What follows belongs to an exercise in optimizing a design on an open flow for small area, a short achievable clock period and few clock cycles per item; a production flow would make more cautious choices.
In this exercise RTL edits were held to simulation tests only and were not proved equivalent to the original.
The clock cells of runs 4 to 6 come from the design's own scripts or RTL, not from TritonCTS.
No driver is modelled on the clock port, so clock power and skew are understated where the tree is cut down; a real chip needs a root buffer or a tree.
Power and IR drop assume default switching activity.

$ cat run.sh
#!/bin/bash
# synth_recipe.tcl (not shown) runs the flow's synth.tcl, then flattens the netlist and writes it again
# the make line also repeats each setting of config.mk as NAME=value (left out here)
make -C /OpenROAD-flow-scripts/flow DESIGN_CONFIG=/design/flow/config.mk WORK_HOME=/design/flow/orfs CLKGATE_MAP_FILE= SYNTH_SCRIPT=/design/flow/synth_recipe.tcl finish
$ cat config.mk
export PLATFORM = sky130hd
export DESIGN_NAME = hilbert_curve_converter
export DESIGN_NICKNAME = hilbert_curve_converter
export VERILOG_FILES = /design/flow/design.v
export SDC_FILE = /design/flow/constraint.sdc
export NUM_CORES = 4
export LEC_CHECK = 0
export ABC_AREA = 1
export CAP_MARGIN = 20
export CORE_MARGIN = 2
export CORE_UTILIZATION = 40
export SLEW_MARGIN = 20
$ cat constraint.sdc
create_clock -name core_clock -period 5.0 [get_ports {clock}]
set_input_delay 1.0000 -clock core_clock [delete_from_list [all_inputs] [get_ports {clock}]]
set_output_delay 1.0000 -clock core_clock [all_outputs]
set_load 0.01 [all_outputs]
$ cat design.v
package hcc_pkg;
   localparam int MAX_ORDER = 16;
   localparam int COORD_W   = MAX_ORDER;
   localparam int INDEX_W   = 2 * MAX_ORDER;
   localparam int ORDER_W   = 5;
   localparam logic ACT_TO_INDEX  = 1'b0;
   localparam logic ACT_TO_COORDS = 1'b1;
   localparam int MAP_W = 4;
endpackage
module hcc_cell (
   input  logic [hcc_pkg::MAP_W-1:0] hi_map,
   input  logic [hcc_pkg::MAP_W-1:0] lo_map,
   output logic [hcc_pkg::MAP_W-1:0] out_map
);
   logic [1:0] hr, hk, lr, lk;
   assign {hr, hk} = hi_map;
   assign {lr, lk} = lo_map;
   assign out_map[2] = (lr[0] & hr[0]) ^ (lr[1] & hr[1]);
   assign out_map[3] = (lr[0] & hr[1]) ^ (lr[1] & (hr[0] ^ hr[1]));
   assign out_map[0] = (lr[0] & hk[0]) ^ (lr[1] & hk[1]) ^ lk[0];
   assign out_map[1] = (lr[0] & hk[1]) ^ (lr[1] & (hk[0] ^ hk[1])) ^ lk[1];
endmodule
module hcc_apply (
   input  logic [1:0]                state_in,
   input  logic [hcc_pkg::MAP_W-1:0] lo_map,
   output logic [1:0]                state_out
);
   logic [1:0] lr, lk;
   assign {lr, lk} = lo_map;
   assign state_out[0] = (lr[0] & state_in[0]) ^ (lr[1] & state_in[1]) ^ lk[0];
   assign state_out[1] = (lr[0] & state_in[1]) ^ (lr[1] & (state_in[0] ^ state_in[1])) ^ lk[1];
endmodule
module hilbert_curve_converter (
   input  logic                        clock,
   input  logic                        reset,
   input  logic                        req_valid,
   output logic                        req_stall,
   input  logic [64:0]                 req_word,
   output logic                        rsp_valid,
   input  logic                        rsp_stall,
   output logic [63:0]                 rsp_word,
   input  logic                        csr_write_enable,
   input  logic [4:0]                  csr_write_data
);
   localparam int N  = hcc_pkg::MAX_ORDER;
   localparam int NP = N / 2;
   localparam int MW = hcc_pkg::MAP_W;
   logic [hcc_pkg::ORDER_W-1:0] order_ff;       
   logic [N-1:0]                lvl_mask;       
   logic                        take;           
   logic                        s1_take;        
   logic [N-1:0]                a_in, e_in;
   logic                        s1_valid_ff;
   logic                        s1_action_ff;
   logic [N-1:0]                s1_a_ff, s1_e_ff;
   logic [NP-1:0][MW-1:0]       pmap;           
   logic [NP-1:0][MW-1:0]       pre_in;         
   logic [NP-1:0][MW-1:0]       pre_out;        
   logic [N-1:0]                st_u, st_c;     
   logic [2*N-1:0]              res_in;         
   logic                        rsp_valid_ff;
   logic                        rsp_action_ff;
   logic [2*N-1:0]              rsp_res_ff;
   function automatic logic [1:0] lvl_step(input logic act, input logic a, input logic e,
                                           input logic [1:0] z);
      logic u, c;
      u = z[1];
      c = z[0];
      if (act == hcc_pkg::ACT_TO_INDEX) begin
         if (!e) u = u ^ c;
         else    c = c ^ u;
      end
      lvl_step = {u ^ (!a & !e), c ^ (a & e)};
   endfunction
   always_ff @(posedge clock) begin
      if (reset) begin
         order_ff <= hcc_pkg::ORDER_W'(N);
      end else if (csr_write_enable) begin
         order_ff <= (csr_write_data[4] && csr_write_data[3:0] != 4'd0) ? hcc_pkg::ORDER_W'(N) : csr_write_data;
      end
   end
   always_comb begin
      lvl_mask = '0;
      for (int s = 0; s < N; s++) begin
         if (order_ff[4] || order_ff[3:0] > 4'(s)) lvl_mask[s] = 1'b1;
      end
   end
   for (genvar s = 0; s < N; s++) begin : g_in
      assign a_in[s] = req_word[64] ? req_word[2*s+1] : req_word[48+s];
      assign e_in[s] = req_word[64] ? req_word[2*s] : req_word[48+s] ^ req_word[32+s];
   end
   assign take      = !rsp_valid_ff || !rsp_stall;
   assign s1_take   = !s1_valid_ff || take;
   assign req_stall = !s1_take;
   always_ff @(posedge clock) begin
      if (reset) begin
         s1_valid_ff <= 1'b0;
      end else if (s1_take) begin
         s1_valid_ff <= req_valid;
      end
   end
   always_ff @(posedge clock) begin
      if (reset) begin
         rsp_valid_ff <= 1'b0;
      end else if (take) begin
         rsp_valid_ff <= s1_valid_ff;
      end
   end
   always_ff @(posedge clock) begin
      if (s1_take) begin
         s1_action_ff <= req_word[64];
         s1_a_ff      <= a_in & lvl_mask;
         s1_e_ff      <= e_in & lvl_mask;
      end
   end
   for (genvar j = 0; j < NP; j++) begin : g_pair
      logic ah, eh, al, el;
      logic [1:0] r, k;
      assign ah = s1_a_ff[2*j+1];
      assign eh = s1_e_ff[2*j+1];
      assign al = s1_a_ff[2*j];
      assign el = s1_e_ff[2*j];
      assign r = (s1_action_ff == hcc_pkg::ACT_TO_INDEX) ? {eh ^ el, !(eh && !el)} : 2'b01;
      assign k = lvl_step(s1_action_ff, al, el, lvl_step(s1_action_ff, ah, eh, 2'b00));
      assign pmap[j] = {r, k[0], k[1]};
   end
   for (genvar i = 0; i < NP; i++) begin : g_pre0
      if (i == 0) begin : g_top
         logic u0;
         assign u0 = order_ff[0];
         assign pre_in[i] = {2'b00, pmap[NP-1][1:0] ^ ({2{u0}} & pmap[NP-1][3:2])};
      end else begin : g_rest
         assign pre_in[i] = pmap[NP-1-i];
      end
   end
   logic [MW-1:0] p0_0;
   logic [MW-1:0] p1_0;
   logic [MW-1:0] p2_0;
   logic [MW-1:0] p3_0;
   logic [MW-1:0] p4_0;
   logic [MW-1:0] p5_0;
   logic [MW-1:0] p6_0;
   logic [MW-1:0] p7_0;
   logic [MW-1:0] p1_1;
   logic [MW-1:0] p3_1;
   logic [MW-1:0] p5_1;
   logic [MW-1:0] p7_1;
   logic [MW-1:0] p2_1;
   logic [MW-1:0] p3_2;
   logic [MW-1:0] p6_1;
   logic [MW-1:0] p7_2;
   logic [MW-1:0] p4_1;
   logic [MW-1:0] p5_2;
   logic [MW-1:0] p6_2;
   logic [MW-1:0] p7_3;
   assign p0_0 = pre_in[0];
   assign p1_0 = pre_in[1];
   assign p2_0 = pre_in[2];
   assign p3_0 = pre_in[3];
   assign p4_0 = pre_in[4];
   assign p5_0 = pre_in[5];
   assign p6_0 = pre_in[6];
   assign p7_0 = pre_in[7];
   assign p1_1[3:2] = 2'b00;
   hcc_apply u_n1_1 (.state_in(p0_0[1:0]), .lo_map(p1_0), .state_out(p1_1[1:0]));
   hcc_cell u_n3_1 (.hi_map(p2_0), .lo_map(p3_0), .out_map(p3_1));
   hcc_cell u_n5_1 (.hi_map(p4_0), .lo_map(p5_0), .out_map(p5_1));
   hcc_cell u_n7_1 (.hi_map(p6_0), .lo_map(p7_0), .out_map(p7_1));
   assign p2_1[3:2] = 2'b00;
   hcc_apply u_n2_1 (.state_in(p1_1[1:0]), .lo_map(p2_0), .state_out(p2_1[1:0]));
   assign p3_2[3:2] = 2'b00;
   hcc_apply u_n3_2 (.state_in(p1_1[1:0]), .lo_map(p3_1), .state_out(p3_2[1:0]));
   hcc_cell u_n6_1 (.hi_map(p5_1), .lo_map(p6_0), .out_map(p6_1));
   hcc_cell u_n7_2 (.hi_map(p5_1), .lo_map(p7_1), .out_map(p7_2));
   assign p4_1[3:2] = 2'b00;
   hcc_apply u_n4_1 (.state_in(p3_2[1:0]), .lo_map(p4_0), .state_out(p4_1[1:0]));
   assign p5_2[3:2] = 2'b00;
   hcc_apply u_n5_2 (.state_in(p3_2[1:0]), .lo_map(p5_1), .state_out(p5_2[1:0]));
   assign p6_2[3:2] = 2'b00;
   hcc_apply u_n6_2 (.state_in(p3_2[1:0]), .lo_map(p6_1), .state_out(p6_2[1:0]));
   assign p7_3[3:2] = 2'b00;
   hcc_apply u_n7_3 (.state_in(p3_2[1:0]), .lo_map(p7_2), .state_out(p7_3[1:0]));
   assign pre_out[0] = p0_0;
   assign pre_out[1] = p1_1;
   assign pre_out[2] = p2_1;
   assign pre_out[3] = p3_2;
   assign pre_out[4] = p4_1;
   assign pre_out[5] = p5_2;
   assign pre_out[6] = p6_2;
   assign pre_out[7] = p7_3;
   for (genvar j = 0; j < NP; j++) begin : g_state
      logic [1:0] zs;
      if (j == NP-1) begin : g_top
         assign zs = {order_ff[0], 1'b0};
      end else begin : g_rest
         assign zs = {pre_out[NP-2-j][0], pre_out[NP-2-j][1]};
      end
      assign {st_u[2*j+1], st_c[2*j+1]} = zs;
      assign {st_u[2*j], st_c[2*j]} = lvl_step(s1_action_ff, s1_a_ff[2*j+1], s1_e_ff[2*j+1], zs);
   end
   for (genvar s = 0; s < N; s++) begin : g_out
      logic a, e, u, c, hi;
      assign a  = s1_a_ff[s];
      assign e  = s1_e_ff[s];
      assign u  = st_u[s];
      assign c  = st_c[s];
      assign hi = a ^ c ^ ((u ^ c) & e);
      assign res_in[2*s+1] = hi;
      assign res_in[2*s]   = e ^ (hi & (s1_action_ff == hcc_pkg::ACT_TO_COORDS));
   end
   always_ff @(posedge clock) begin
      if (take) begin
         rsp_action_ff <= s1_action_ff;
         rsp_res_ff    <= res_in;
      end
   end
   for (genvar s = 0; s < N; s++) begin : g_rsp
      assign rsp_word[32+2*s+1] = rsp_res_ff[2*s+1] & (rsp_action_ff == hcc_pkg::ACT_TO_INDEX);
      assign rsp_word[32+2*s]   = rsp_res_ff[2*s]   & (rsp_action_ff == hcc_pkg::ACT_TO_INDEX);
      assign rsp_word[16+s]     = rsp_res_ff[2*s+1] & (rsp_action_ff == hcc_pkg::ACT_TO_COORDS);
      assign rsp_word[s]        = rsp_res_ff[2*s]   & (rsp_action_ff == hcc_pkg::ACT_TO_COORDS);
   end
   assign rsp_valid = rsp_valid_ff;
endmodule
==> flow_metrics.tcl, run 1 <==
set metrics [dict create \
    outcome "no timing/DRC/antenna violations" \
    htree_levels 3 \
    netlist_top_cells_area "edfxtp_1 30%, nand2_1 15%, inv_1 11%" \
    post_cts_resized 0 \
    num_rows 46 \
    hp-start "s1_valid_ff$_SDFFE_PP0N_" \
    routed_wl_um 16300 \
    switchingPower_w 0.00157 \
    synth_top_area_share_pct 30.0 \
    die_w_um 133 \
    syn_area_mm2 0.00661 \
    layout.nets 1220 \
    path_clk_slew_ns 0.06 \
    r2r_slack_ns 1.03 \
    crit_path_max_fanout 13 \
    hpwl_um 13200 \
    dp_slack_ns 1.05 \
    synth_largest_area_cell "edfxtp_1" \
    gp_congestion 0.852 \
    placed_cell_area_mm2 0.00818 \
    fin_tns_setup_ns 0 \
    drive_above_1_share_pct 5.23 \
    p_seq_share_pct 27.3 \
    p_comb_share_pct 55.9 \
    hold_end "rsp_valid_ff$_SDFFE_PP0P_" \
    intPower_w 0.00207 \
    leakage_nw 4.27 \
    grt_pass1_vias 5639 \
    hp-class "reg -> reg" \
    setup_ws_ns 1.03 \
    die-area_mm2 0.0176 \
    grt_first_pass_wirelength_um 27300 \
    final_cell_mix "271 x nand2_1, 185 x inv_1, 140 x clkdlybuf4s50_1" \
    critical_path.most_common_cell "nand2_1" \
    ys_seq_area_share_pct 32.1 \
    cts_inserted_buffers 9 \
    overflow 0 \
    n_antenna_cell 0 \
    antenna_found_initial 0 \
    p_per_area_mw_per_mm2 430 \
    ys_warn_count 1 \
    ir_drop_uv 177 \
    num_vias 6167 \
    fin_total_pwr_w 0.00364 \
    clk_path_buf_depth 2 \
    die_y_um 133 \
    cpMaxStageDelayCell "edfxtp_1" \
    core_region_area_mm2 0.0160 \
    cts_sinks 73 \
    mostFrequentLayoutCell "nand2_1" \
    required_ns 5.10 \
    synth_cell_types 36 \
    cp.arrival_ns 4.07 \
    swShare_pct 43.2 \
    holdPathStages 2 \
    critPathMaxStageDelay_ns 0.49 \
    firstDrtPassIters 5 \
    startpoint_type "flip-flop" \
    cp-end-kind "flip-flop" \
    grt_use_total_pct 19.3 \
    hold_buffers 0 \
    ys_ff_latch 73 \
    wl_per_cell_um 12.1 \
    setup_violations 0 \
    skew_ns 0.00800 \
    syn2layout_area_growth_pct 28.1 \
    start_util_pct 41.3 \
    syn_avg_cell_area_um2 6.64 \
    worstMarginPinSlew_ns 0.825 \
    r2r_end "rsp_res_ff[0]$_DFFE_PP_" \
    tritoncts "yes" \
    stdcell_area_mm2 0.00846 \
    slew_headroom_pct 44.9 \
    drv_cap 0 \
    drc 0 \
    portBuffers 140 \
    hold_viol 0 \
    ant_nets 0 \
    reg2reg_from "s1_e_ff[14]$_DFFE_PN_" \
    maxSlewViolCount 0 \
    r2r_cells 31 \
    period_needed_ns 3.97 \
    maxClockFrequency_ghz 0.252 \
    root_buffer "clkbuf_16" \
    post_cts_buffers 0 \
    syn-num-nets 1090 \
    clock_latency_ns 0.35 \
    synthCells 994 \
    io_pins 141 \
    post-route-period-util_pct 79.4 \
    grt_max_degree 59 \
    setup.worst_path.class "reg -> reg" \
    drt-initial-drc-count 417 \
    rsz0062_at_grt "false" \
    postLayoutCoreUtil_pct 52.9 \
    routed_via_density 4.59 \
    p_clk_share_pct 16.7 \
]
Yosys cell counts, drive strengths merged:
cell and n:
a211oi 6, a21boi 1, a21oi 30, a31oi 2
buf 11, clkbuf 17, clkinv 2, dfxtp 7
edfxtp 66, ha 21, inv 192, nand2 291
nand3 100, nand3b 1, nand4 10, nor2 101
o21a 3, o21ai 49, o21bai 4, o22ai 1
o31ai 2, o41ai 1, or2 3, xnor2 25
xor2 48
logic make-up after synthesis:
kind of cell               synth area share (%)
adders and majority gates                  3.98
DFF                                        32.1
AOI/OAI and AO/OA                          8.22
and+or+nand+nor                            32.8
xor gates and xnor gates                   9.68
buffers and inverters                      13.2
registers in the layout (all words and copies together) (netlist names):
signal	flops
rsp_res_ff	32
s1_a_ff	16
s1_e_ff	16
order_ff	5
rsp_action_ff	1
rsp_valid_ff	1
s1_action_ff	1
s1_valid_ff	1
metrics by stage:
stage,hold WS (ns),cells
4_1_cts,0.475,1345
2_1_floorplan,0.430,994
3_5_place_dp,0.460,1329
5_1_grt,0.506,1345
3_3_place_gp,0.445,1329
6_report,0.476,1345
per-layer routing:
metal	global-route usage [%]	routed length (µm)
met5	0	0
met4	6.27	266
met3	4.75	1210
met2	30.4	6920
met1	26.2	7860
critical path: cells and delay by family, from the launching register on:
kind          cells  cell delay, ns
flops             1            0.49
fa+ha+maj         1            0.30
buf+inv           2            0.15
simple gates     28            2.77
power by group through the flow:
stage	registers, W	clock network, W	logic (W)
floorplan	0.000956	0	0.00147
global placement	0.00101	0	0.00202
detailed placement	0.00101	0	0.00204
CTS	0.000998	0.000626	0.00204
global route	0.00102	0.000646	0.00234
finish	0.000996	0.000608	0.00204
layout make-up:
class                           count  area (µm²)
Fill cell                        1598        7540
Timing Repair Buffer              147        1450
Multi-Input combinational cell    699        3610
Clock buffer                        9         225
Sequential cell                    73        2120
Tap cell                          216         270
Clock inverter                      7        53.8
Inverter                          194         728
worst max path at each step:
stage | start | to | slack (ns) | cells past startpoint
after global placement | s1_e_ff[14]$_DFFE_PN_ | rsp_res_ff[8]$_DFFE_PP_ | 1.13 | 32
after detailed placement | s1_e_ff[14]$_DFFE_PN_ | rsp_res_ff[0]$_DFFE_PP_ | 1.05 | 31
final | s1_e_ff[14]$_DFFE_PN_ | rsp_res_ff[0]$_DFFE_PP_ | 1.03 | 31
after floorplan | s1_e_ff[14]$_DFFE_PN_ | rsp_res_ff[0]$_DFFE_PP_ | 1.66 | 33
after CTS | s1_e_ff[14]$_DFFE_PN_ | rsp_res_ff[0]$_DFFE_PP_ | 1.03 | 31
after global routing | s1_e_ff[14]$_DFFE_PN_ | rsp_res_ff[8]$_DFFE_PP_ | 0.52 | 32
Testbench counts, summed over its fixed seeds: cycles 2,568, items 2,560.
==> inputs of run 2 (changes only) <==
==> flow/run.sh (new file) <==
#!/bin/bash
# The standard layout, with the ports buffered by the smallest buffer instead
# of the delay buffer buffer_ports picks by default. Every port still gets
# its own buffer.
set -euo pipefail
export BUFFER_PORTS_ARGS="-buffer_cell sky130_fd_sc_hd__buf_1"
bash standard.sh finish > standard_flow.log 2>&1
==> standard.sh (new file) <==
#!/bin/bash
# synth_recipe.tcl (not shown) runs the flow's synth.tcl, then flattens the netlist and writes it again
# the make line also repeats each setting of config.mk as NAME=value (left out here)
make -C /OpenROAD-flow-scripts/flow DESIGN_CONFIG=/design/flow/config.mk WORK_HOME=/design/flow/orfs CLKGATE_MAP_FILE= SYNTH_SCRIPT=/design/flow/synth_recipe.tcl "${@:-finish}"
--- a/config.mk
+++ b/config.mk
@@ -8,5 +8,6 @@
 export ABC_AREA = 1
 export CAP_MARGIN = 20
 export CORE_MARGIN = 2
-export CORE_UTILIZATION = 40
+export CORE_UTILIZATION = 55
+export SETUP_SLACK_MARGIN = 1.5
 export SLEW_MARGIN = 20
removed: run.sh
==> flow_metrics.tcl, run 2 <==
set metrics [dict create \
    outcome "no timing/DRC/antenna violations" \
    hp-start "s1_valid_ff$_SDFFE_PP0N_" \
    startpoint "s1_e_ff[15]$_DFFE_PN_" \
    mostFrequentLayoutCell "nand2_1" \
    r2r_end "rsp_res_ff[16]$_DFFE_PP_" \
    tritoncts "yes" \
    p_per_area_mw_per_mm2 492 \
    rsz0062_at_grt "true" \
    startpoint_type "flip-flop" \
    overflow 0 \
    cts_inserted_buffers 9 \
    r2r_slack_ns 1.32 \
    portBuffers 140 \
    clock_latency_ns 0.34 \
    num_vias 6478 \
    synth_top_area_share_pct 30.0 \
    maxClockFrequency_ghz 0.272 \
    start_util_pct 55.7 \
    die_y_um 114 \
    ys_ff_latch 73 \
    period_needed_ns 3.68 \
    postLayoutCoreUtil_pct 70.1 \
    htree_levels 3 \
    post-route-period-util_pct 73.7 \
    largest_reg_flops 32 \
    required_ns 5.14 \
    synthTopCellsByCount "271 x nand2_1, 185 x inv_1, 100 x nor2_1" \
    syn_avg_cell_area_um2 6.64 \
    io_pins 141 \
    setup.worst_path.class "reg -> reg" \
    worstMarginPinSlew_ns 0.667 \
    cp.arrival_ns 3.82 \
    r2r_cells 24 \
    synthCells 994 \
    reg_top3 "rsp_res_ff: 32 flops, s1_a_ff: 16 flops, s1_e_ff: 16 flops" \
    gp_congestion 0.884 \
    routed_wl_um 15900 \
    ir_drop_uv 249 \
    synth_ff_type "edfxtp_1" \
    synth_largest_area_cell "edfxtp_1" \
    drt-initial-drc-count 365 \
    antenna_found_initial 0 \
    ys_warn_count 1 \
    ant_nets 0 \
    core_region_area_mm2 0.0119 \
    clk_path_buf_depth 2 \
    maxSlewViolCount 0 \
    setup_violations 0 \
    firstDrtPassIters 5 \
    fin_tns_setup_ns 0 \
    layout.nets 1258 \
    grt_max_degree 65 \
    slew_headroom_pct 55.5 \
    drive_above_1_share_pct 16.7 \
    leakage_nw 4.24 \
    drc 0 \
    yosysMostFrequentCell "nand2_1" \
    cts_sinks 73 \
    holdPathStages 2 \
    grt_pass1_vias 5411 \
    wl_per_cell_um 12.1 \
    top_register "rsp_res_ff" \
    hpwl_um 11800 \
    n_antenna_cell 0 \
    hold_buffers 0 \
    hold_viol 0 \
    syn_area_mm2 0.00661 \
    hp-class "reg -> reg" \
    path_clk_slew_ns 0.06 \
    cp-end-kind "flip-flop" \
    grt_first_pass_wirelength_um 24700 \
    die_w_um 114 \
    final_cell_mix "228 x nand2_1, 178 x inv_1, 140 x buf_1" \
    synth-async-reset-ratio_pct 0 \
    num_rows 40 \
    syn2layout_area_growth_pct 25.9 \
    syn-num-nets 1090 \
    routed_via_density 4.93 \
    netlist_top_cells_area "edfxtp_1 30%, nand2_1 15%, inv_1 11%" \
    synth_cell_types 36 \
    crit_path_max_fanout 8 \
    drv_cap 0 \
    synth_edf_count 66 \
    root_buffer "clkbuf_16" \
    reg2reg_from "s1_e_ff[15]$_DFFE_PN_" \
    hold_end "rsp_valid_ff$_SDFFE_PP0P_" \
    ys_seq_area_share_pct 32.1 \
    skew_ns 0.00791 \
    grt_use_total_pct 23.8 \
    die-area_mm2 0.0129 \
]
==> run 2: cell counts after synthesis <==
Identical to the previous run, type by type.
==> run 2: worst max path at each step <==
stage / end / slack (ns)
finish: rsp_res_ff[16]$_DFFE_PP_ / 1.32
global placement: rsp_res_ff[0]$_DFFE_PP_ / 1.16
detailed placement: rsp_res_ff[0]$_DFFE_PP_ / 1.08
global route: rsp_res_ff[5]$_DFFE_PP_ / 1.01
CTS: rsp_res_ff[0]$_DFFE_PP_ / 1.41
floorplan: rsp_res_ff[0]$_DFFE_PP_ / 1.66
==> run 2: layout make-up <==
class / instances / area [µm²]
Tap cell: 147 / 184
Inverter: 194 / 736
Timing Repair Buffer: 185 / 907
Fill cell: 1024 / 3540
Clock inverter: 6 / 42.5
Clock buffer: 10 / 239
Multi-Input combinational cell: 699 / 4090
Sequential cell: 73 / 2120
==> run 2: where the power goes <==
group          total [W]  switching [W]  internal [W]
sequential      0.000992       0.000112      0.000879
clock           0.000599       0.000250      0.000349
combinational    0.00250        0.00152      0.000988
total            0.00410        0.00188       0.00222
==> run 2: cell families (layout without fill, tap and decap cells) <==
kind of cell | after synthesis | count (layout) | share of synthesized area, %
adder cells (fa/ha/maj) | 21 | 21 | 3.98
buffers and inverters | 222 | 395 | 13.2
AND/OR/NAND/NOR | 506 | 506 | 32.8
XOR/XNOR | 73 | 73 | 9.68
AO/OA/AOI/OAI | 99 | 99 | 8.22
flip-flops | 73 | 73 | 32.1
==> run 2: timing repair <==
action | 4_1_cts | 5_1_grt
resized for setup | 32 | 104
endpoints found under the setup margin | 15 | 18
hold endpoints to repair | 0 | 0
pin swaps | 10 | 54
setup buffers | 13 | 23
==> run 2: metal layers <==
layer	track usage [%]	up-vias	share of wire, %
met2	38.3	231	45
met5	0	-	0
met4	7.40	0	1.2
met1	33.6	2794	48
li1	-	3435	-
met3	2.92	18	6.2
==> run 2: through the flow <==
step | instance area [µm²] | std cells | total power (W) | setup WS (ns) | hold slack [ns]
6_report | 8320 | 1314 | 0.00410 | 1.32 | 0.461
5_1_grt | 8320 | 1314 | 0.00443 | 1.01 | 0.487
4_1_cts | 7750 | 1291 | 0.00358 | 1.41 | 0.461
3_5_place_dp | 7240 | 1262 | 0.00283 | 1.08 | 0.452
3_3_place_gp | 7240 | 1262 | 0.00281 | 1.16 | 0.446
2_1_floorplan | 6610 | 994 | 0.00243 | 1.66 | 0.430
==> run 2: critical path: stages, from the launching register on <==
cell and delay (ns):
edfxtp_1 0.49, ha_4 0.29, nor2_4 0.12, nand2_2 0.06
nand2_2 0.11, nand2_2 0.05, nand2_2 0.08, nand2_4 0.09
nand2_4 0.09, inv_4 0.04, nor2_4 0.12, nand3_4 0.10
buf_4 0.16, nand3_2 0.08, nand2_4 0.07, buf_4 0.15
nand2_1 0.06, xor2_1 0.28, xor2_1 0.24, a21oi_1 0.12
o21ai_2 0.07, nand2_2 0.07, xor2_2 0.15, nor2_1 0.12
xor2_1 0.27
==> inputs of run 3 (changes only) <==
--- a/design.v
+++ b/design.v
@@ -51,16 +51,24 @@
    logic                        s1_take;        
    logic [N-1:0]                a_in, e_in;
    logic                        s1_valid_ff;
-   logic                        s1_action_ff;
+   logic                        s1_action_ff;   
+   logic                        s1_action_n_ff;
+   logic                        s1_act;         
+   logic                        s1_act_b;
    logic [N-1:0]                s1_a_ff, s1_e_ff;
    logic [NP-1:0][MW-1:0]       pmap;           
    logic [NP-1:0][MW-1:0]       pre_in;         
    logic [NP-1:0][MW-1:0]       pre_out;        
+   logic [NP-2:0][1:0]          pz_in;          
+   logic                        rsp_valid_ff;
+   logic                        rsp_act_x_ff;   
+   logic                        rsp_act_y_ff;
+   logic                        rsp_ix_hi_ff;   
+   logic                        rsp_ix_lo_ff;
+   logic [N-1:0]                rsp_a_ff, rsp_e_ff;
+   logic [NP-2:0][1:0]          rsp_pz_ff;
    logic [N-1:0]                st_u, st_c;     
-   logic [2*N-1:0]              res_in;         
-   logic                        rsp_valid_ff;
-   logic                        rsp_action_ff;
-   logic [2*N-1:0]              rsp_res_ff;
+   logic [N-1:0]                st1_u, st1_c;   
    function automatic logic [1:0] lvl_step(input logic act, input logic a, input logic e,
                                            input logic [1:0] z);
       logic u, c;
@@ -108,11 +116,14 @@
    end
    always_ff @(posedge clock) begin
       if (s1_take) begin
-         s1_action_ff <= req_word[64];
+         s1_action_ff   <= req_word[64];
+         s1_action_n_ff <= !req_word[64];
          s1_a_ff      <= a_in & lvl_mask;
          s1_e_ff      <= e_in & lvl_mask;
       end
    end
+   assign s1_act   = s1_action_ff;
+   assign s1_act_b = !s1_action_n_ff;
    for (genvar j = 0; j < NP; j++) begin : g_pair
       logic ah, eh, al, el;
       logic [1:0] r, k;
@@ -120,8 +131,10 @@
       assign eh = s1_e_ff[2*j+1];
       assign al = s1_a_ff[2*j];
       assign el = s1_e_ff[2*j];
-      assign r = (s1_action_ff == hcc_pkg::ACT_TO_INDEX) ? {eh ^ el, !(eh && !el)} : 2'b01;
-      assign k = lvl_step(s1_action_ff, al, el, lvl_step(s1_action_ff, ah, eh, 2'b00));
+      logic act;
+      assign act = (j < NP/2) ? s1_act : s1_act_b;
+      assign r = (act == hcc_pkg::ACT_TO_INDEX) ? {eh ^ el, !(eh && !el)} : 2'b01;
+      assign k = lvl_step(act, al, el, lvl_step(act, ah, eh, 2'b00));
       assign pmap[j] = {r, k[0], k[1]};
    end
    for (genvar i = 0; i < NP; i++) begin : g_pre0
@@ -188,37 +201,44 @@
    assign pre_out[5] = p5_2;
    assign pre_out[6] = p6_2;
    assign pre_out[7] = p7_3;
+   for (genvar j = 0; j < NP-1; j++) begin : g_pz
+      assign pz_in[j] = {pre_out[NP-2-j][0], pre_out[NP-2-j][1]};
+   end
+   always_ff @(posedge clock) begin
+      if (take) begin
+         rsp_act_x_ff  <= s1_action_ff;
+         rsp_act_y_ff  <= !s1_action_n_ff;
+         rsp_ix_hi_ff  <= !s1_action_ff;
+         rsp_ix_lo_ff  <= s1_action_n_ff;
+         rsp_a_ff      <= s1_a_ff;
+         rsp_e_ff      <= s1_e_ff;
+         rsp_pz_ff     <= pz_in;
+      end
+   end
    for (genvar j = 0; j < NP; j++) begin : g_state
       logic [1:0] zs;
       if (j == NP-1) begin : g_top
          assign zs = {order_ff[0], 1'b0};
       end else begin : g_rest
-         assign zs = {pre_out[NP-2-j][0], pre_out[NP-2-j][1]};
+         assign zs = rsp_pz_ff[j];
       end
       assign {st_u[2*j+1], st_c[2*j+1]} = zs;
-      assign {st_u[2*j], st_c[2*j]} = lvl_step(s1_action_ff, s1_a_ff[2*j+1], s1_e_ff[2*j+1], zs);
-   end
-   for (genvar s = 0; s < N; s++) begin : g_out
-      logic a, e, u, c, hi;
-      assign a  = s1_a_ff[s];
-      assign e  = s1_e_ff[s];
-      assign u  = st_u[s];
-      assign c  = st_c[s];
-      assign hi = a ^ c ^ ((u ^ c) & e);
-      assign res_in[2*s+1] = hi;
-      assign res_in[2*s]   = e ^ (hi & (s1_action_ff == hcc_pkg::ACT_TO_COORDS));
-   end
-   always_ff @(posedge clock) begin
-      if (take) begin
-         rsp_action_ff <= s1_action_ff;
-         rsp_res_ff    <= res_in;
-      end
+      assign {st_u[2*j], st_c[2*j]} =
+         lvl_step(hcc_pkg::ACT_TO_INDEX, rsp_a_ff[2*j+1], rsp_e_ff[2*j+1], zs);
+      assign {st1_u[2*j+1], st1_c[2*j+1]} = zs;
+      assign {st1_u[2*j], st1_c[2*j]} =
+         lvl_step(hcc_pkg::ACT_TO_COORDS, rsp_a_ff[2*j+1], rsp_e_ff[2*j+1], zs);
    end
    for (genvar s = 0; s < N; s++) begin : g_rsp
-      assign rsp_word[32+2*s+1] = rsp_res_ff[2*s+1] & (rsp_action_ff == hcc_pkg::ACT_TO_INDEX);
-      assign rsp_word[32+2*s]   = rsp_res_ff[2*s]   & (rsp_action_ff == hcc_pkg::ACT_TO_INDEX);
-      assign rsp_word[16+s]     = rsp_res_ff[2*s+1] & (rsp_action_ff == hcc_pkg::ACT_TO_COORDS);
-      assign rsp_word[s]        = rsp_res_ff[2*s]   & (rsp_action_ff == hcc_pkg::ACT_TO_COORDS);
+      logic a, e, hi0, hi1;
+      assign a   = rsp_a_ff[s];
+      assign e   = rsp_e_ff[s];
+      assign hi0 = a ^ st_c[s] ^ ((st_u[s] ^ st_c[s]) & e);
+      assign hi1 = a ^ st1_c[s] ^ ((st1_u[s] ^ st1_c[s]) & e);
+      assign rsp_word[32+2*s+1] = hi0 & rsp_ix_hi_ff;
+      assign rsp_word[32+2*s]   = e & rsp_ix_lo_ff;
+      assign rsp_word[16+s]     = hi1 & (rsp_act_x_ff == hcc_pkg::ACT_TO_COORDS);
+      assign rsp_word[s]        = (hi1 ^ e) & (rsp_act_y_ff == hcc_pkg::ACT_TO_COORDS);
    end
    assign rsp_valid = rsp_valid_ff;
 endmodule
--- a/config.mk
+++ b/config.mk
@@ -7,7 +7,7 @@
 export LEC_CHECK = 0
 export ABC_AREA = 1
 export CAP_MARGIN = 20
-export CORE_MARGIN = 2
-export CORE_UTILIZATION = 55
-export SETUP_SLACK_MARGIN = 1.5
+export CORE_AREA = 2.3 2.72 121.9 122.4
+export DIE_AREA = 0 0 124 124.5
+export SETUP_SLACK_MARGIN = 2.0
 export SLEW_MARGIN = 20
==> flow_metrics.tcl, run 3 <==
set metrics [dict create \
    grt_use_total_pct 20.8 \
    clock_latency_ns 0.34 \
    placed_cell_area_mm2 0.00756 \
    intPower_w 0.00204 \
    antenna_found_initial 0 \
    mostFrequentLayoutCell "nand2_1" \
    ant_nets 0 \
    num_vias 6228 \
    portBuffers 140 \
    p_comb_share_pct 48.7 \
    instances_no_fill 1287 \
    final_cell_mix "205 x nand2_1, 142 x inv_1, 130 x buf_1" \
    die-area_mm2 0.0154 \
    synth_edf_count 84 \
    routed_via_density 4.84 \
    setup_violations 0 \
    syn2layout_area_growth_pct 21.8 \
    startpoint_type "flip-flop" \
    p_seq_share_pct 34.0 \
    cts_inserted_buffers 9 \
    syn_area_mm2 0.00686 \
    cp-end-kind "output pin" \
    setup.worst_path.class "reg -> out" \
    syn_avg_cell_area_um2 7.52 \
    layout.nets 1195 \
    fillCellCount 1389 \
    crit_path_max_fanout 7 \
    worstMarginPinSlew_ns 1.06 \
    io_pins 141 \
    fin_tns_setup_ns 0 \
    clk_path_buf_depth 2 \
    outcome "no timing/DRC/antenna violations" \
    p_per_area_mw_per_mm2 409 \
    ys_warn_count 1 \
    yosysMostFrequentCell "nand2_1" \
    syn-num-nets 1009 \
    synth_ff_type "edfxtp_1" \
    cp.arrival_ns 1.95 \
    swShare_pct 40.3 \
    path_clk_slew_ns 0.06 \
    drive_above_1_share_pct 13.5 \
    tritoncts "yes" \
    num_rows 44 \
    period_needed_ns 2.95 \
    skew_ns 0.00285 \
    post-route-period-util_pct 59.1 \
    drv_cap 0 \
    cts_sinks 91 \
    synth_largest_area_cell "edfxtp_1" \
    die_y_um 125 \
    drt-initial-drc-count 293 \
    hpwl_um 12200 \
    netlist_top_cells_area "edfxtp_1 37%, nand2_1 12%, inv_1 8.1%" \
    dp.cells 1225 \
    synth_top_area_share_pct 36.8 \
    ys_seq_area_share_pct 38.8 \
    ir_drop_uv 197 \
    stdcell_area_mm2 0.00836 \
    p_clk_share_pct 17.3 \
    overflow 0 \
    synthCells 913 \
    ys_ff_latch 91 \
    maxClockFrequency_ghz 0.338 \
    switchingPower_w 0.00137 \
    firstDrtPassIters 5 \
    slew_headroom_pct 29.1 \
    wl_per_cell_um 12.5 \
    required_ns 4.00 \
    drc 0 \
    maxSlewViolCount 0 \
    hold_viol 0 \
    htree_levels 3 \
    routed_wl_um 16100 \
    synth_cell_types 43 \
    leakage_nw 3.96 \
    core_region_area_mm2 0.0143 \
    die_w_um 124 \
    start_util_pct 47.9 \
    hold_buffers 0 \
    n_antenna_cell 0 \
    grt_max_degree 52 \
    grt_pass1_vias 5254 \
    rsz0062_at_grt "true" \
    root_buffer "clkbuf_16" \
    gp_congestion 0.900 \
    synthTopCellsByCount "218 x nand2_1, 148 x inv_1, 84 x edfxtp_1" \
    synth-async-reset-ratio_pct 0 \
    hp-class "reg -> reg" \
    grt_first_pass_wirelength_um 25400 \
]
[run 3: changes by cell type in the layout (fill, tap and decap cells not counted), sizes merged, moves of 7 or more]
cell,change
xnor2,+8
nand3,-41
nand4,-7
nor2,-19
a21oi,+25
o21ai,+29
nand2,-56
inv,-38
edfxtp,+18
[run 3: worst max-delay path: stages (launching register included)]
cell	delay [ns]
edfxtp_1	0.48
nor2_1	0.16
xor2_1	0.23
o21ai_2	0.08
xor2_1	0.24
o21ai_0	0.11
a21oi_1	0.16
buf_2	0.15
[run 3: per-stage QoR]
| step | util [%] | setup WS (ns) | power [W] | hold WS (ns) |
|---|---|---|---|---|
| 2_1_floorplan | - | 2.01 | 0.00225 | 0.400 |
| 3_3_place_gp | 52.8 | 1.27 | 0.00259 | 0.412 |
| 4_1_cts | 54.9 | 2.01 | 0.00320 | 0.419 |
| 6_report | 58.4 | 2.05 | 0.00341 | 0.418 |
| 3_5_place_dp | 52.8 | 1.23 | 0.00260 | 0.405 |
| 5_1_grt | 58.4 | 1.90 | 0.00372 | 0.441 |
[run 3: timing repair]
item / CTS / global route
setup buffers: 5 / 42
gates resized for setup: 7 / 72
endpoints found under the setup margin: 42 / 36
pin swaps: 1 / 24
[run 3: area by class of cell]
type                       count  area (µm²)  share of cell area [%]
sequential                    91        2670                    31.9
inverter                     154         583                    6.98
multi-input combinational    654        3720                    44.5
timing repair buffer         189         906                    10.8
clock buffer                  11         233                    2.78
clock inverter                 4        18.8                   0.225
tap                          184         230                    2.75
[run 3: worst paths after layout]
kind	startpoint	to	slack, ns	cells past startpoint
setup reg to reg	s1_e_ff[15]$_DFFE_PN_	rsp_pz_ff[1]$_DFFE_PP_	2.17	21
setup / recovery	rsp_e_ff[1]$_DFFE_PP_	rsp_word[0]	2.05	7
hold reg to reg	s1_e_ff[0]$_DFFE_PN_	rsp_e_ff[0]$_DFFE_PP_	0.42	0
hold / removal	s1_e_ff[0]$_DFFE_PN_	rsp_e_ff[0]$_DFFE_PP_	0.42	0
[run 3: cell families after synthesis]
kind of cell / Yosys count / share of synthesized area (%)
adder cells (fa/ha/maj): 21 / 3.83
XOR/XNOR: 81 / 10.7
buffers and inverters: 168 / 9.52
flip-flops: 91 / 38.8
AND/OR/NAND/NOR: 394 / 24.6
AO/OA/AOI/OAI: 158 / 12.6
[run 3: power groups by stage]
stage	registers [W]	clock network [W]	logic [W]
after global placement	0.00117	0	0.00142
after global routing	0.00118	0.000635	0.00190
after floorplan	0.00111	0	0.00114
after detailed placement	0.00117	0	0.00143
after CTS	0.00115	0.000605	0.00145
final	0.00116	0.000591	0.00166
[run 3: layer usage]
layer	part of all wire [%]	vias up	track usage, %	wire length, µm
met5	0	-	0	0
met4	1.2	0	6.08	191
met3	6.1	12	2.52	986
met2	42	198	30.8	6790
met1	50	2699	31.8	8100
li1	-	3319	-	-
Testbench counts of run 3, summed over its fixed seeds: cycles 2,568, items 2,560.
==> inputs of run 4 (changes only) <==
==> flow/run.sh (replaced) <==
#!/bin/bash
# The standard layout, with two changes:
#  - the ports are buffered by the smallest buffer instead of the delay buffer
#    buffer_ports picks by default; every port still gets its own buffer;
#  - the clock tree is one level of four clkbuf_16 (flow/one_level_cts.tcl)
#    instead of TritonCTS's two-level H-tree.
set -euo pipefail
export BUFFER_PORTS_ARGS="-buffer_cell sky130_fd_sc_hd__buf_1"
export PRE_CTS_TCL="$(pwd)/flow/one_level_cts.tcl"
bash standard.sh finish > standard_flow.log 2>&1
==> flow/one_level_cts.tcl (new file) <==
# PRE_CTS hook: build a one-level clock tree in place of TritonCTS's H-tree.
# The clock port drives four clkbuf_16, each of which drives the register
# clock pins of one quarter of the placed registers (split by y, then by x),
# placed at the middle of its quarter. All registers see the same one buffer
# stage, so the tree adds no skew on purpose; it only has less insertion delay.
proc one_level_clock {nb} {
  set block [ord::get_db_block]
  set clk_net [[$block findBTerm clock] getNet]
  set master [[ord::get_db] findMaster sky130_fd_sc_hd__clkbuf_16]
  set pts {}
  foreach it [$clk_net getITerms] {
    set loc [[$it getInst] getLocation]
    lappend pts [list [lindex $loc 0] [lindex $loc 1] $it]
  }
  set pts [lsort -integer -index 1 $pts]
  set n [llength $pts]
  set halves [list [lrange $pts 0 [expr {$n / 2 - 1}]] [lrange $pts [expr {$n / 2}] end]]
  set groups {}
  foreach h $halves {
    set h [lsort -integer -index 0 $h]
    set m [llength $h]
    set k [expr {$nb / 2}]
    for {set g 0} {$g < $k} {incr g} {
      lappend groups [lrange $h [expr {$g * $m / $k}] [expr {($g + 1) * $m / $k - 1}]]
    }
  }
  for {set g 0} {$g < [llength $groups]} {incr g} {
    set grp [lindex $groups $g]
    set sx 0
    set sy 0
    foreach p $grp {
      incr sx [lindex $p 0]
      incr sy [lindex $p 1]
    }
    set cx [expr {$sx / [llength $grp]}]
    set cy [expr {$sy / [llength $grp]}]
    set buf [odb::dbInst_create $block $master "clkbuf_leaf_$g"]
    $buf setLocation $cx $cy
    $buf setPlacementStatus PLACED
    set net [odb::dbNet_create $block "clknet_leaf_$g"]
    $net setSigType CLOCK
    foreach p $grp {
      set it [lindex $p 2]
      $it disconnect
      $it connect $net
    }
    [$buf findITerm X] connect $net
    [$buf findITerm A] connect $clk_net
  }
  puts "one-level clock tree: [llength $groups] clkbuf_16 for $n clock pins"
}

one_level_clock 4
set_propagated_clock [all_clocks]
# the tree is built; TritonCTS is not run on top of it
proc clock_tree_synthesis {args} {
  puts "clock_tree_synthesis skipped: one-level clock tree built in the PRE_CTS hook"
}
--- a/config.mk
+++ b/config.mk
@@ -9,5 +9,5 @@
 export CAP_MARGIN = 20
 export CORE_AREA = 2.3 2.72 121.9 122.4
 export DIE_AREA = 0 0 124 124.5
-export SETUP_SLACK_MARGIN = 2.0
+export SETUP_SLACK_MARGIN = 2.2
 export SLEW_MARGIN = 20
==> flow_metrics.tcl, run 4 <==
set metrics [dict create \
    fin_tns_setup_ns 0 \
    crit_buf_inv 3 \
    slew_headroom_pct 54.9 \
    leakage_nw 4.04 \
    num_rows 44 \
    maxSlewViolCount 0 \
    ys_seq_area_share_pct 38.8 \
    mostFrequentLayoutCell "nand2_1" \
    path_clk_slew_ns 0.09 \
    drive_above_1_share_pct 18.2 \
    synth-async-reset-ratio_pct 0 \
    firstDrtPassIters 4 \
    skew_ns 0.00567 \
    cp.depth 10 \
    drv_cap 0 \
    ir_drop_uv 144 \
    period_needed_ns 2.76 \
    synth_top_area_share_pct 36.8 \
    whs_ns 0.423 \
    grt_first_pass_wirelength_um 25500 \
    portBuffers 140 \
    critPathMaxStageDelay_ns 0.47 \
    num_vias 6303 \
    fillCellCount 1304 \
    required_ns 4.00 \
    cp_top_family "compound AO/OA/AOI/OAI gates" \
    setup_violations 0 \
    ys_ff_latch 91 \
    crit_path_max_fanout 5 \
    synth_edf_count 84 \
    synth_ff_type "edfxtp_1" \
    outcome "no timing/DRC/antenna violations" \
    synth_cell_types 43 \
    grt_pass1_vias 5302 \
    hp-class "reg -> reg" \
    drt-initial-drc-count 292 \
    grt_max_degree 44 \
    maxClockFrequency_ghz 0.363 \
    r2r_cells 19 \
    die_w_um 124 \
    final_cell_mix "179 x nand2_1, 139 x inv_1, 129 x buf_1" \
    setup.worst_path.class "reg -> out" \
    syn-num-nets 1009 \
    path_cells "a21o_1 > nand2_2 > inv_2 > nand2_2 > inv_2 > o211ai_1 > xnor2_1 > o21ai_1 > a21oi_1 > buf_2" \
    routed_via_density 4.89 \
    startpoint_type "flip-flop" \
    routed_wl_um 17000 \
    die_y_um 125 \
    hold_viol 0 \
    layout.nets 1202 \
    die-area_mm2 0.0154 \
    multiInputGateArea_mm2 0.00400 \
    synth_largest_area_cell "edfxtp_1" \
    p_per_area_mw_per_mm2 382 \
    core_region_area_mm2 0.0143 \
    syn2layout_area_growth_pct 25.1 \
    synthTopCellsByCount "218 x nand2_1, 148 x inv_1, 84 x edfxtp_1" \
    drc 0 \
    rsz0062_at_grt "true" \
    cp.arrival_ns 1.76 \
    io_pins 141 \
    ys_warn_count 1 \
    yosysMostFrequentCell "nand2_1" \
    n_antenna_cell 0 \
    netlist_top_cells_area "edfxtp_1 37%, nand2_1 12%, inv_1 8.1%" \
    holdPathStages 0 \
    cpMaxStageDelayCell "edfxtp_1" \
    synthCells 913 \
    syn_avg_cell_area_um2 7.52 \
    start_util_pct 47.9 \
    clock_latency_ns 0.15 \
    syn_area_mm2 0.00686 \
    hpwl_um 12300 \
    ant_nets 0 \
    grt_use_total_pct 20.1 \
    post-route-period-util_pct 55.1 \
    seq_area_mm2 0.00267 \
    cp-end-kind "output pin" \
    worstMarginPinSlew_ns 0.675 \
    antenna_found_initial 0 \
    gp_congestion 0.880 \
    overflow 0 \
    wl_per_cell_um 13.2 \
]
-- run 4: cell count changes in the layout (fill, tap and decap cells not counted), sizes merged --
cell / change
buf: +8
clkbuf: -6
inv: -2
nand2: +3
clkinv: -3
clkinvlp: +1
-- run 4: power breakdown --
group / leakage, nW / switching (W) / total [W] / internal (W)
registers: 0.966 / 0.000152 / 0.00116 / 0.00101
logic: 3.02 / 0.00103 / 0.00179 / 0.000768
clock network: 0.0493 / 0.000178 / 0.000324 / 0.000146
-- run 4: cell type report --
class	count	share of cell area [%]
tap	184	2.68
timing repair buffer	198	11.7
sequential	91	31.1
inverter	154	6.82
buffer	4	1.17
multi-input combinational	657	46.6
-- run 4: path summary, 6_finish.rpt --
path / startpoint / endpoint / slack, ns
worst min-delay path: s1_a_ff[1]$_DFFE_PN_ / rsp_a_ff[1]$_DFFE_PP_ / 0.42
worst max register to register: s1_e_ff[15]$_DFFE_PN_ / rsp_pz_ff[3]$_DFFE_PP_ / 2.28
worst max-delay path: rsp_e_ff[15]$_DFFE_PP_ / rsp_word[14] / 2.24
worst min register to register: s1_a_ff[1]$_DFFE_PN_ / rsp_a_ff[1]$_DFFE_PP_ / 0.42
-- run 4: metal layers --
metal,track usage [%],part of all wire (%),vias to the layer above
met4,2.58,1.8,0
li1,-,-,3335
met1,32.0,49,2746
met5,0,0,-
met3,1.05,6.0,16
met2,30.8,43,206
-- run 4: through the flow --
| step | total power (W) | cells | utilization [%] | instance area [µm²] | setup slack, ns |
|---|---|---|---|---|---|
| 2_1_floorplan | 0.00225 | 913 | - | 6880 | 2.41 |
| 3_3_place_gp | 0.00258 | 1224 | 52.9 | 7570 | 1.95 |
| 3_5_place_dp | 0.00260 | 1224 | 52.9 | 7570 | 1.94 |
| 4_1_cts | 0.00294 | 1237 | 54.2 | 7760 | 2.20 |
| 5_1_grt | 0.00356 | 1288 | 60.0 | 8580 | 2.10 |
| 6_report | 0.00328 | 1288 | 60.0 | 8580 | 2.24 |
-- run 4: cell families (layout without fill, tap and decap cells) --
| kind of cell | after synthesis | in the layout | synth area share (%) |
|---|---|---|---|
| compound gates | 158 | 158 | 12.6 |
| xor+xnor | 81 | 81 | 10.7 |
| fa+ha+maj | 21 | 21 | 3.83 |
| buf+inv | 168 | 356 | 9.52 |
| flops | 91 | 91 | 38.8 |
| simple gates | 394 | 397 | 24.6 |
-- run 4: timing repair --
action                                  4_1_cts  5_1_grt
endpoints found under the setup margin       46       26
gates cloned                                  1        2
hold endpoints to repair                      0        0
pin swaps                                     3       54
gates resized for setup                       9      131
hold buffers                                  0        0
setup buffers                                 8       49
==> inputs of run 5 (changes only) <==
--- a/design.v
+++ b/design.v
@@ -45,6 +45,7 @@
    localparam int N  = hcc_pkg::MAX_ORDER;
    localparam int NP = N / 2;
    localparam int MW = hcc_pkg::MAP_W;
+   localparam int NL = 5;                       
    logic [hcc_pkg::ORDER_W-1:0] order_ff;       
    logic [N-1:0]                lvl_mask;       
    logic                        take;           
@@ -60,15 +61,16 @@
    logic [NP-1:0][MW-1:0]       pre_in;         
    logic [NP-1:0][MW-1:0]       pre_out;        
    logic [NP-2:0][1:0]          pz_in;          
+   logic [N-1:0]                ah_in;          
    logic                        rsp_valid_ff;
    logic                        rsp_act_x_ff;   
    logic                        rsp_act_y_ff;
    logic                        rsp_ix_hi_ff;   
    logic                        rsp_ix_lo_ff;
    logic [N-1:0]                rsp_a_ff, rsp_e_ff;
-   logic [NP-2:0][1:0]          rsp_pz_ff;
-   logic [N-1:0]                st_u, st_c;     
-   logic [N-1:0]                st1_u, st1_c;   
+   logic [NL-1:0][1:0]          rsp_pz_ff;
+   logic [2*NL-1:0]             st_u, st_c;     
+   logic [2*NL-1:0]             st1_u, st1_c;   
    function automatic logic [1:0] lvl_step(input logic act, input logic a, input logic e,
                                            input logic [1:0] z);
       logic u, c;
@@ -204,24 +206,36 @@
    for (genvar j = 0; j < NP-1; j++) begin : g_pz
       assign pz_in[j] = {pre_out[NP-2-j][0], pre_out[NP-2-j][1]};
    end
+   for (genvar j = 0; j < NP; j++) begin : g_upper
+      if (j < NL) begin : g_lower
+         assign ah_in[2*j+1] = s1_a_ff[2*j+1];
+         assign ah_in[2*j]   = s1_a_ff[2*j];
+      end else begin : g_upper
+         logic [1:0] zs, zl;
+         if (j == NP-1) begin : g_top
+            assign zs = {order_ff[0], 1'b0};
+         end else begin : g_rest
+            assign zs = pz_in[j];
+         end
+         assign zl = lvl_step(s1_act_b, s1_a_ff[2*j+1], s1_e_ff[2*j+1], zs);
+         assign ah_in[2*j+1] = s1_a_ff[2*j+1] ^ zs[0] ^ ((zs[1] ^ zs[0]) & s1_e_ff[2*j+1]);
+         assign ah_in[2*j]   = s1_a_ff[2*j] ^ zl[0] ^ ((zl[1] ^ zl[0]) & s1_e_ff[2*j]);
+      end
+   end
    always_ff @(posedge clock) begin
       if (take) begin
          rsp_act_x_ff  <= s1_action_ff;
          rsp_act_y_ff  <= !s1_action_n_ff;
          rsp_ix_hi_ff  <= !s1_action_ff;
          rsp_ix_lo_ff  <= s1_action_n_ff;
-         rsp_a_ff      <= s1_a_ff;
+         rsp_a_ff      <= ah_in;
          rsp_e_ff      <= s1_e_ff;
-         rsp_pz_ff     <= pz_in;
-      end
-   end
-   for (genvar j = 0; j < NP; j++) begin : g_state
+         rsp_pz_ff     <= pz_in[NL-1:0];
+      end
+   end
+   for (genvar j = 0; j < NL; j++) begin : g_state
       logic [1:0] zs;
-      if (j == NP-1) begin : g_top
-         assign zs = {order_ff[0], 1'b0};
-      end else begin : g_rest
-         assign zs = rsp_pz_ff[j];
-      end
+      assign zs = rsp_pz_ff[j];
       assign {st_u[2*j+1], st_c[2*j+1]} = zs;
       assign {st_u[2*j], st_c[2*j]} =
          lvl_step(hcc_pkg::ACT_TO_INDEX, rsp_a_ff[2*j+1], rsp_e_ff[2*j+1], zs);
@@ -230,11 +244,15 @@
          lvl_step(hcc_pkg::ACT_TO_COORDS, rsp_a_ff[2*j+1], rsp_e_ff[2*j+1], zs);
    end
    for (genvar s = 0; s < N; s++) begin : g_rsp
-      logic a, e, hi0, hi1;
-      assign a   = rsp_a_ff[s];
-      assign e   = rsp_e_ff[s];
-      assign hi0 = a ^ st_c[s] ^ ((st_u[s] ^ st_c[s]) & e);
-      assign hi1 = a ^ st1_c[s] ^ ((st1_u[s] ^ st1_c[s]) & e);
+      logic e, hi0, hi1;
+      assign e = rsp_e_ff[s];
+      if (s < 2*NL) begin : g_lower
+         assign hi0 = rsp_a_ff[s] ^ st_c[s] ^ ((st_u[s] ^ st_c[s]) & e);
+         assign hi1 = rsp_a_ff[s] ^ st1_c[s] ^ ((st1_u[s] ^ st1_c[s]) & e);
+      end else begin : g_upper
+         assign hi0 = rsp_a_ff[s];
+         assign hi1 = rsp_a_ff[s];
+      end
       assign rsp_word[32+2*s+1] = hi0 & rsp_ix_hi_ff;
       assign rsp_word[32+2*s]   = e & rsp_ix_lo_ff;
       assign rsp_word[16+s]     = hi1 & (rsp_act_x_ff == hcc_pkg::ACT_TO_COORDS);
==> flow_metrics.tcl, run 5 <==
set metrics [dict create \
    drt-initial-drc-count 227 \
    syn_area_mm2 0.00661 \
    required_ns 4.91 \
    cp_top_family "simple AND/OR/NAND/NOR gates" \
    p_clk_share_pct 9.9 \
    mostFrequentLayoutCell "nand2_1" \
    antenna_found_initial 0 \
    p_per_area_mw_per_mm2 396 \
    startpoint_type "flip-flop" \
    start_util_pct 46.2 \
    synth_ff_type "edfxtp_1" \
    hp-class "reg -> reg" \
    core_region_area_mm2 0.0143 \
    slew_headroom_pct 45.8 \
    outcome "no timing/DRC/antenna violations" \
    num_vias 6023 \
    synth_adder_area_share_pct 3.97 \
    cp.arrival_ns 2.70 \
    intPower_w 0.00190 \
    io_pins 141 \
    grt_use_total_pct 20.4 \
    grt_pass1_vias 5180 \
    p_seq_share_pct 34.8 \
    switchingPower_w 0.00135 \
    drv_cap 0 \
    overflow 0 \
    muxShareOfSynthArea_pct 0 \
    p_comb_share_pct 55.2 \
    synth_cell_types 40 \
    synth-compound-area-share_pct 12.7 \
    synth_top_family_by_area "simple AND/OR/NAND/NOR gates" \
    yosysMostFrequentCell "nand2_1" \
    holdPathStages 0 \
    instances_no_fill 1250 \
    cpMaxStageDelayCell "edfxtp_1" \
    setup_violations 0 \
    syn2layout_area_growth_pct 24.1 \
    setup.worst_path.class "reg -> reg" \
    path_clk_slew_ns 0.10 \
    netlist_top_cells_area "edfxtp_1 36%, nand2_1 12%, inv_1 8.3%" \
    wl_per_cell_um 13.4 \
    n_antenna_cell 0 \
    gp_congestion 0.885 \
    die_y_um 125 \
    routed_wl_um 16700 \
    post-route-period-util_pct 55.9 \
    fin_tns_setup_ns 0 \
    synth_largest_area_cell "edfxtp_1" \
    drc 0 \
    period_needed_ns 2.79 \
    ir_drop_uv 145 \
    grtUsageMet3_pct 1.24 \
    final_cell_mix "189 x nand2_1, 134 x buf_1, 132 x inv_1" \
    synthCells 879 \
    hold_viol 0 \
    path_cells "ha_4 > nor2_2 > nand2_1 > nand2_2 > nand2_2 > nand2_4 > nand2_4 > inv_4 > nor2_4 > nand3_2 > nand2_4 > nand2_2 > nand2_2 > nand2_4 > inv_2 > nand2_4 > nand2_8 > nand2_4 > nand2_4 > nand2_2 > nand2_2 > nand2_1 > nand2_1 > nand2_1" \
    syn_avg_cell_area_um2 7.52 \
    clock_latency_ns 0.16 \
    maxSlewViolCount 0 \
    whs_ns 0.469 \
    critical_path.most_common_cell "nand2_4" \
    crit_buf_inv 2 \
    ant_nets 0 \
    fillCellCount 1385 \
    cp-end-kind "flip-flop" \
    synth-simple-area-share_pct 23.9 \
    synth-async-reset-ratio_pct 0 \
    maxClockFrequency_ghz 0.358 \
    crit_path_max_fanout 8 \
    r2r_cells 24 \
    placed_cell_area_mm2 0.00731 \
    cp.depth 24 \
    routed_via_density 4.82 \
    busiest_layer "met2" \
    stdcell_area_mm2 0.00821 \
    skew_ns 0.0163 \
    ys_seq_area_share_pct 38.4 \
    rsz0062_at_grt "true" \
    portBuffers 140 \
    die_w_um 124 \
    worstMarginPinSlew_ns 0.813 \
    dp.cells 1189 \
    ys_warn_count 1 \
    critPathMaxStageDelay_ns 0.51 \
    layout.nets 1164 \
    grt_max_degree 44 \
    syn-num-nets 975 \
    grtUsageMet1_pct 30.8 \
    drive_above_1_share_pct 17.4 \
    synthXorXnorAreaFrac_pct 10.9 \
    firstDrtPassIters 6 \
    synth_edf_count 80 \
    hpwl_um 12100 \
    die-area_mm2 0.0154 \
    grtUsageMet2_pct 33.0 \
    swShare_pct 41.5 \
    synthTopCellsByCount "213 x nand2_1, 146 x inv_1, 80 x edfxtp_1" \
    leakage_nw 3.87 \
    synth_top_area_share_pct 36.3 \
    grt_first_pass_wirelength_um 25400 \
    num_rows 44 \
    ys_ff_latch 87 \
]
==> run 5: cell families (layout without fill, tap and decap cells) <==
kind of cell | after synthesis | after routing
AND/OR/NAND/NOR | 366 | 367
buffers and inverters | 170 | 356
AO/OA/AOI/OAI | 155 | 155
flip-flops | 87 | 87
XOR/XNOR | 80 | 80
adder cells (fa/ha/maj) | 21 | 21
==> run 5: repair_timing <==
item                                    CTS  global route
pin swaps                                 5            50
buffers inserted                         16            40
gates cloned                              1             0
hold buffers                              0             0
endpoints found under the setup margin   61            21
resized for setup                         6           116
==> run 5: layer usage <==
metal	wire [µm]	vias up
li1	-	3191
met2	7520	164
met3	765	11
met5	0	-
met4	222	0
met1	8210	2657
==> run 5: area by class of cell <==
class	count	area, µm²	share of cell area, %
buffer	4	100	1.22
inverter	155	589	7.18
multi-input combinational	623	3780	46.0
sequential	87	2540	31.0
tap	184	230	2.80
timing repair buffer	197	968	11.8
==> run 5: path summary, 6_finish.rpt <==
| kind | from | slack (ns) | end |
|---|---|---|---|
| worst max-delay path | s1_e_ff[15]$_DFFE_PN_ | 2.21 | rsp_pz_ff[4]$_DFFE_PP_ |
| worst min-delay path | s1_a_ff[1]$_DFFE_PN_ | 0.47 | rsp_a_ff[1]$_DFFE_PP_ |
| worst max register to register | s1_e_ff[15]$_DFFE_PN_ | 2.21 | rsp_pz_ff[4]$_DFFE_PP_ |
| worst min register to register | s1_a_ff[1]$_DFFE_PN_ | 0.47 | rsp_a_ff[1]$_DFFE_PP_ |
==> run 5: stage by stage <==
step	total power, W	setup slack, ns	util [%]
2_1_floorplan	0.00220	2.41	-
3_3_place_gp	0.00252	1.93	51.0
5_1_grt	0.00351	2.05	57.4
4_1_cts	0.00290	2.19	52.8
6_report	0.00325	2.21	57.4
3_5_place_dp	0.00254	1.82	51.0
==> run 5: power by group through the flow <==
stage	clock network [W]	logic (W)	registers, W
global placement	0	0.00138	0.00114
detailed placement	0	0.00140	0.00114
finish	0.000323	0.00179	0.00113
floorplan	0	0.00112	0.00108
CTS	0.000330	0.00145	0.00112
global route	0.000348	0.00202	0.00115
Testbench counts of run 5, summed over its fixed seeds: cycles 2,568, items 2,560.
==> inputs of run 6 (changes only) <==
--- a/config.mk
+++ b/config.mk
@@ -7,7 +7,7 @@
 export LEC_CHECK = 0
 export ABC_AREA = 1
 export CAP_MARGIN = 20
-export CORE_AREA = 2.3 2.72 121.9 122.4
-export DIE_AREA = 0 0 124 124.5
-export SETUP_SLACK_MARGIN = 2.2
+export CORE_AREA = 2.3 2.72 112.7 112.88
+export DIE_AREA = 0 0 115 115.2
+export SETUP_SLACK_MARGIN = 2.1
 export SLEW_MARGIN = 20
==> flow_metrics.tcl, run 6 <==
set metrics [dict create \
    r2r_slack_ns 2.14 \
    die_w_um 115 \
    critPathMaxStageDelay_ns 0.51 \
    yosysMostFrequentCell "nand2_1" \
    ir_drop_uv 173 \
    startpoint_type "flip-flop" \
    synth-compound-area-share_pct 12.7 \
    routed_wl_um 17200 \
    grt_max_degree 48 \
    layout.nets 1156 \
    synth_cell_types 40 \
    period_needed_ns 2.86 \
    drive_above_1_share_pct 15.4 \
    num_vias 6156 \
    synth_edf_count 80 \
    synth-async-reset-ratio_pct 0 \
    maxClockFrequency_ghz 0.349 \
    hpwl_um 12700 \
    drt-initial-drc-count 387 \
    die-area_mm2 0.0132 \
    grt_pass1_vias 5451 \
    gp_congestion 0.904 \
    path_cells "ha_4 > inv_2 > nand3_2 > nand2_4 > nand2_4 > nand2_4 > nand2_8 > nand2_4 > nand2_2 > nand2_2 > nand3_2 > nand2_4 > nand2_2 > nand2_2 > nand2_4 > inv_2 > nand2_4 > nand2_4 > buf_6 > nand2_4 > xnor2_2 > xor2_1" \
    path_clk_slew_ns 0.10 \
    stdcell_area_mm2 0.00806 \
    synthXorXnorAreaFrac_pct 10.9 \
    mostFrequentLayoutCell "nand2_1" \
    synthTopCellsByCount "213 x nand2_1, 146 x inv_1, 80 x edfxtp_1" \
    ant_nets 0 \
    synthCells 879 \
    maxSlewViolCount 0 \
    synth-simple-area-share_pct 23.9 \
    outcome "no timing/DRC/antenna violations" \
    skew_ns 0.0161 \
    start_util_pct 55.1 \
    ys_warn_count 1 \
    die_y_um 115 \
    synth_top_family_by_area "simple AND/OR/NAND/NOR gates" \
    setup.worst_path.class "reg -> reg" \
    hp-class "reg -> reg" \
    required_ns 4.90 \
    syn2layout_area_growth_pct 21.8 \
    fillCellCount 1045 \
    io_pins 141 \
    final_cell_mix "191 x nand2_1, 134 x inv_1, 134 x buf_1" \
    setup_violations 0 \
    muxShareOfSynthArea_pct 0 \
    syn-num-nets 975 \
    syn_area_mm2 0.00661 \
    worstMarginPinSlew_ns 0.848 \
    ys_seq_area_share_pct 38.4 \
    firstDrtPassIters 5 \
    drv_cap 0 \
    n_antenna_cell 0 \
    overflow 0 \
    placed_cell_area_mm2 0.00726 \
    cp-end-kind "flip-flop" \
    seq_area_mm2 0.00254 \
    num_rows 40 \
    leakage_nw 3.81 \
    synth_largest_area_cell "edfxtp_1" \
    multiInputGateArea_mm2 0.00371 \
    cp.arrival_ns 2.77 \
    crit_path_max_fanout 8 \
    syn_avg_cell_area_um2 7.52 \
    rsz0062_at_grt "true" \
    hold_viol 0 \
    routed_via_density 5.11 \
    wl_per_cell_um 14.3 \
    core_region_area_mm2 0.0120 \
    grt_use_total_pct 23.8 \
    hold_buffers 0 \
    post-route-period-util_pct 57.2 \
    synth_top_area_share_pct 36.3 \
    synth_ff_type "edfxtp_1" \
    cpMaxStageDelayCell "edfxtp_1" \
    slew_headroom_pct 43.5 \
    fin_tns_setup_ns 0 \
    antenna_found_initial 0 \
    netlist_top_cells_area "edfxtp_1 36%, nand2_1 12%, inv_1 8.3%" \
    p_per_area_mw_per_mm2 399 \
    grt_first_pass_wirelength_um 25600 \
    clock_latency_ns 0.16 \
    drc 0 \
    critical_path.most_common_cell "nand2_4" \
    synth_adder_area_share_pct 3.97 \
    portBuffers 140 \
    ys_ff_latch 87 \
]
[run 6: cell counts after synthesis]
Identical to the previous run, type by type.
[run 6: cell families after synthesis]
group,after synthesis
AO/OA/AOI/OAI,155
AND/OR/NAND/NOR,366
buffers and inverters,170
XOR/XNOR,80
flip-flops,87
adder cells (fa/ha/maj),21
[run 6: final cells by class]
cell class / instances / share of cell area (%)
repair buffers: 190 / 11.5
inverters: 155 / 7.36
well taps: 147 / 2.28
flip-flops and latches: 87 / 31.6
multi-input cells: 622 / 46.0
plain buffers: 4 / 1.24
[run 6: metal layers]
layer	up-vias	GRT usage, %	share of wire (%)	wire length, µm
met5	-	0	0	0
met4	0	3.61	1.9	331
met3	24	1.53	5.9	1020
met2	231	42.2	47	8160
met1	2726	32.9	45	7710
li1	3175	-	-	-
[run 6: power breakdown]
| group | switching, W | internal, W | leakage, nW |
|---|---|---|---|
| registers | 0.000149 | 0.000979 | 0.920 |
| clock network | 0.000178 | 0.000146 | 0.0493 |
| logic | 0.00102 | 0.000743 | 2.84 |
[run 6: through the flow]
stage                     cells  utilization, %  total power (W)  hold slack [ns]  worst slack [ns]
after floorplan             879               -          0.00220            0.400              2.14
after global placement     1152            60.4          0.00251            0.410              1.43
after detailed placement   1152            60.4          0.00256            0.413              1.39
after CTS                  1166            62.1          0.00290            0.424              2.10
after global routing       1205            67.1          0.00346            0.446              1.95
final                      1205            67.1          0.00321            0.416              2.14
[run 6: worst paths after layout]
path                                            start                      to  cells after the start
worst max register to register  s1_e_ff[15]$_DFFE_PN_  rsp_pz_ff[2]$_DFFE_PP_                     22
worst max-delay path            s1_e_ff[15]$_DFFE_PN_  rsp_pz_ff[2]$_DFFE_PP_                     22
worst min register to register   s1_a_ff[1]$_DFFE_PN_   rsp_a_ff[1]$_DFFE_PP_                      0
worst min-delay path             s1_a_ff[1]$_DFFE_PN_   rsp_a_ff[1]$_DFFE_PP_                      0
[run 6: timing repair]
item | 4_1_cts | 5_1_grt
setup buffers | 10 | 39
endpoints found under the setup margin | 41 | 18
gates resized for setup | 8 | 93
pin swaps | 3 | 39
[run 6: critical path, delay by kind of cell, from the launching register on]
kind                     cells  cell delay, ns
flip-flops                   1            0.51
XOR/XNOR                     2            0.28
AND/OR/NAND/NOR             16            1.28
buffers and inverters        3            0.23
adder cells (fa/ha/maj)      1            0.29

[afterwards: timing with drivers on the ports]
Ports are ideal in the flow. The routed layouts listed here were re-timed in OpenROAD. Step 1 sets driving cells, clkbuf_16 on the clock port and buf_2 on the other inputs (assumed; they add their load-dependent delay and slew). Step 2, shift: input delay + t, output delay - t, t = (earliest + latest rising clock arrival at the registers) / 2. This alone moves slack from input paths to output paths. Three values: no drivers, after step 1, after step 2; two values: the first two.
| run | t (ns) | slack for setup (ns) | clock arrival spread, ns | worst register clock-pin slew, ns | pins driven straight from the clock port |
|---|---|---|---|---|---|
| run 1 | 0.386 | 1.028 / 1.028 / 1.028 | 0.009 / 0.008 | 0.06 / 0.06 | 1 |
| run 2 | 0.376 | 1.317 / 1.317 / 1.317 | 0.008 / 0.008 | 0.06 / 0.06 | 1 |
| run 3 | 0.379 | 2.046 / 2.009 / 2.159 | 0.004 / 0.004 | 0.06 / 0.06 | 1 |
| run 4 | 0.235 | 2.243 / 2.158 / 2.259 | 0.006 / 0.006 | 0.09 / 0.09 | 4 |
| run 5 | 0.240 | 2.206 / 2.206 / 2.206 | 0.016 / 0.016 | 0.10 / 0.10 | 4 |
| run 6 | 0.239 | 2.138 / 2.082 / 2.123 | 0.017 / 0.016 | 0.10 / 0.10 | 4 |
After both steps setup and hold are still met in every run listed. The setup slack of run 6, which loses most, moves by -0.056 ns with the drivers and by -0.015 ns with both steps.
